Source: an optimization exercise on an open RTL-to-GDS flow (aim: small area, a short achievable clock period and few clock cycles per item). Production flows keep margins and buffers that such runs may drop.
Only simulation tests tie the RTL to the original design; equivalence was not proved.
No activity file was given, so power comes from the tool's default toggle rates. The flow treats the clock pin as an ideal source, which a real chip does not have.

## sys_matmul_stream
module sys_matmul_stream #(
  parameter int N      = 3,
  parameter int DW     = 8,
  parameter int ACC_W  = 2*DW + $clog2(N),
  parameter int SIGNED = 0
) (
  input  logic             CLK,
  input  logic             rst_n,
  input  logic             vld_in,
  output logic             rdy_in,
  input  logic [DW-1:0]    a,
  input  logic [DW-1:0]    b,
  input  logic             keep,
  output logic             vld_out,
  input  logic             rdy_out,
  output logic [ACC_W-1:0] c,
  output logic             last_out,
  output logic             busy,
  output logic [1:0]       dbg_state
);
Size in the first run: about 1500 cells after synthesis, about 45 I/O pins, roughly 20000 um2 of cells after synthesis.
export LEC_CHECK = 0
export ABC_CLOCK_PERIOD_IN_PS = 2800
export CAP_MARGIN = 20
export CORE_MARGIN = 2
export CORE_UTILIZATION = 65
export CTS_CLUSTER_DIAMETER = 100
export CTS_CLUSTER_SIZE = 30
export PLACE_DENSITY = 0.75
export SLEW_MARGIN = 20
export SETUP_SLACK_MARGIN = 5.35
export BUFFER_PORTS_ARGS = -buffer_cell sky130_fd_sc_hd__buf_2
export CTS_ARGS = -sink_clustering_enable -repair_clock_nets -sink_clustering_size 30 -sink_clustering_max_diameter 100 -dont_use_dummy_load -num_static_layers 1
create_clock -name core_clock -period 8.0 [get_ports {CLK}]
standard.sh (not shown) runs the stock make flow with config.mk's settings and CLKGATE_MAP_FILE= SYNTH_SCRIPT=/design/flow/synth_recipe.tcl, a recipe that flattens the netlist after the stock synthesis.
==> flow/flow/run.sh <==
#!/bin/bash
# Layout: the standard ORFS flow (standard.sh) with these changes:
#  * synthesis is the standard flow's script (synth_recipe.tcl: ORFS synthesis without fsm and share,
#    then flatten and rename) with one more option on Yosys's synth calls, -noabc, which
#    skips the generic "abc -fast" pass before ORFS extracts full adders; that pass turns
#    the adder tree's xor/majority logic into inverted forms, so the extracted adders
#    come out with an inverter on most of their outputs. Registers are unchanged.
#  * plain buffers (rather than delay cells) on the ports;
#  * clock tree synthesis without dummy loads.
# The flow's full output is in standard_run.log here; ORFS's per-step logs are under
# orfs/logs/.
set -euo pipefail
sed 's/yosys synth -nofsm -noshare /yosys synth -nofsm -noshare -noabc /' synth_recipe.tcl > synth_noabc.tcl
grep -q -- '-noabc' synth_noabc.tcl
sed 's|SYNTH_SCRIPT=[^ ]*synth_recipe.tcl|SYNTH_SCRIPT='"$PWD"'/synth_noabc.tcl|' standard.sh > standard_noabc.sh
grep -q 'synth_noabc.tcl' standard_noabc.sh
cat >> config.mk <<'CFG'
export SETUP_SLACK_MARGIN = 5.35
export BUFFER_PORTS_ARGS = -buffer_cell sky130_fd_sc_hd__buf_2
export CTS_ARGS = -sink_clustering_enable -repair_clock_nets -sink_clustering_size 30 -sink_clustering_max_diameter 100 -dont_use_dummy_load -num_static_layers 1
CFG
bash standard_noabc.sh > standard_run.log 2>&1
The first run produced a clean layout.
Testbench counts at the start, summed over its fixed seeds: cycles 14,488, items 1,600.
Edit:
--- a/flow/flow/run.sh
+++ b/flow/flow/run.sh
@@ -19,3 +19,3 @@
 export BUFFER_PORTS_ARGS = -buffer_cell sky130_fd_sc_hd__buf_2
-export CTS_ARGS = -sink_clustering_enable -repair_clock_nets -sink_clustering_size 30 -sink_clustering_max_diameter 100 -dont_use_dummy_load -num_static_layers 1
+export CTS_ARGS = -sink_clustering_enable -repair_clock_nets -sink_clustering_size 30 -sink_clustering_max_diameter 100 -dont_use_dummy_load
 CFG
Settings changed: CTS_ARGS -sink_clustering_enable -repair_clock_nets -sink_clustering_size 30 -sink_clustering_max_diameter 100 -dont_use_dummy_load -num_static_layers 1 to -sink_clustering_enable -repair_clock_nets -sink_clustering_size 30 -sink_clustering_max_diameter 100 -dont_use_dummy_load.
Power is about the same.
Global-route usage barely changes.
Cell count barely changes.
First-iteration DRC count grows slightly.
Edit:
--- a/flow/flow/run.sh
+++ b/flow/flow/run.sh
@@ -17,3 +17,3 @@
 cat >> config.mk <<'CFG'
-export SETUP_SLACK_MARGIN = 5.35
+export SETUP_SLACK_MARGIN = 5.3
 export BUFFER_PORTS_ARGS = -buffer_cell sky130_fd_sc_hd__buf_2
Settings changed: CORE_UTILIZATION 65 to 55, PLACE_DENSITY 0.75 to not set, SETUP_SLACK_MARGIN 5.35 to 5.3.
Result: Core utilization went down by 11 points. Die area increases by 18%. Routed wire length rose by 4.0%. Clock skew hardly moves.
Edit:
--- a/flow/flow/run.sh
+++ b/flow/flow/run.sh
@@ -17,3 +17,3 @@
 cat >> config.mk <<'CFG'
-export SETUP_SLACK_MARGIN = 5.3
+export SETUP_SLACK_MARGIN = 5.35
 export BUFFER_PORTS_ARGS = -buffer_cell sky130_fd_sc_hd__buf_2
Settings changed: CORE_UTILIZATION 55 to 85, PLACE_DENSITY set to 0.9, SETUP_SLACK_MARGIN 5.3 to 5.35.
Result: The changed run completed without violations; sequential power goes up by about 1%; combinational power goes up by 18%; sequential cell count is unchanged; register-to-register slack is worse by 520 ps; power came out higher by 3.1%.

-- separate check: timing with driven ports --
How much do the figures lean on ideal ports? The routed layouts below were timed once more, with nothing changed but the port constraints.
Step 1 sets driving cells, clkbuf_16 on the clock port and buf_2 on the other inputs (assumed; they add their load-dependent delay and slew).
Step 2 also shifts input and output timing later by t, the mid clock arrival at the registers, as if the neighbouring blocks saw the same clock.
Three values: ideal ports, drivers, drivers and shift; two values: the first two.
run	t, ns	setup slack, ns	worst register clock-pin slew, ns	cell pins on the clock port's net
the first run	0.587	5.389 / 5.340 / 4.897	0.11 / 0.11	1
the second run	0.594	5.380 / 5.330 / 4.898	0.11 / 0.11	1
the third run	0.603	5.348 / 5.291 / 4.820	0.11 / 0.11	1
the fourth run	0.605	4.954 / 4.954 / 4.748	0.12 / 0.12	1
After both steps every run listed still meets setup and hold. For the third run, which loses most, drivers alone change the setup slack by -0.057 ns; drivers and shift together by -0.528 ns.
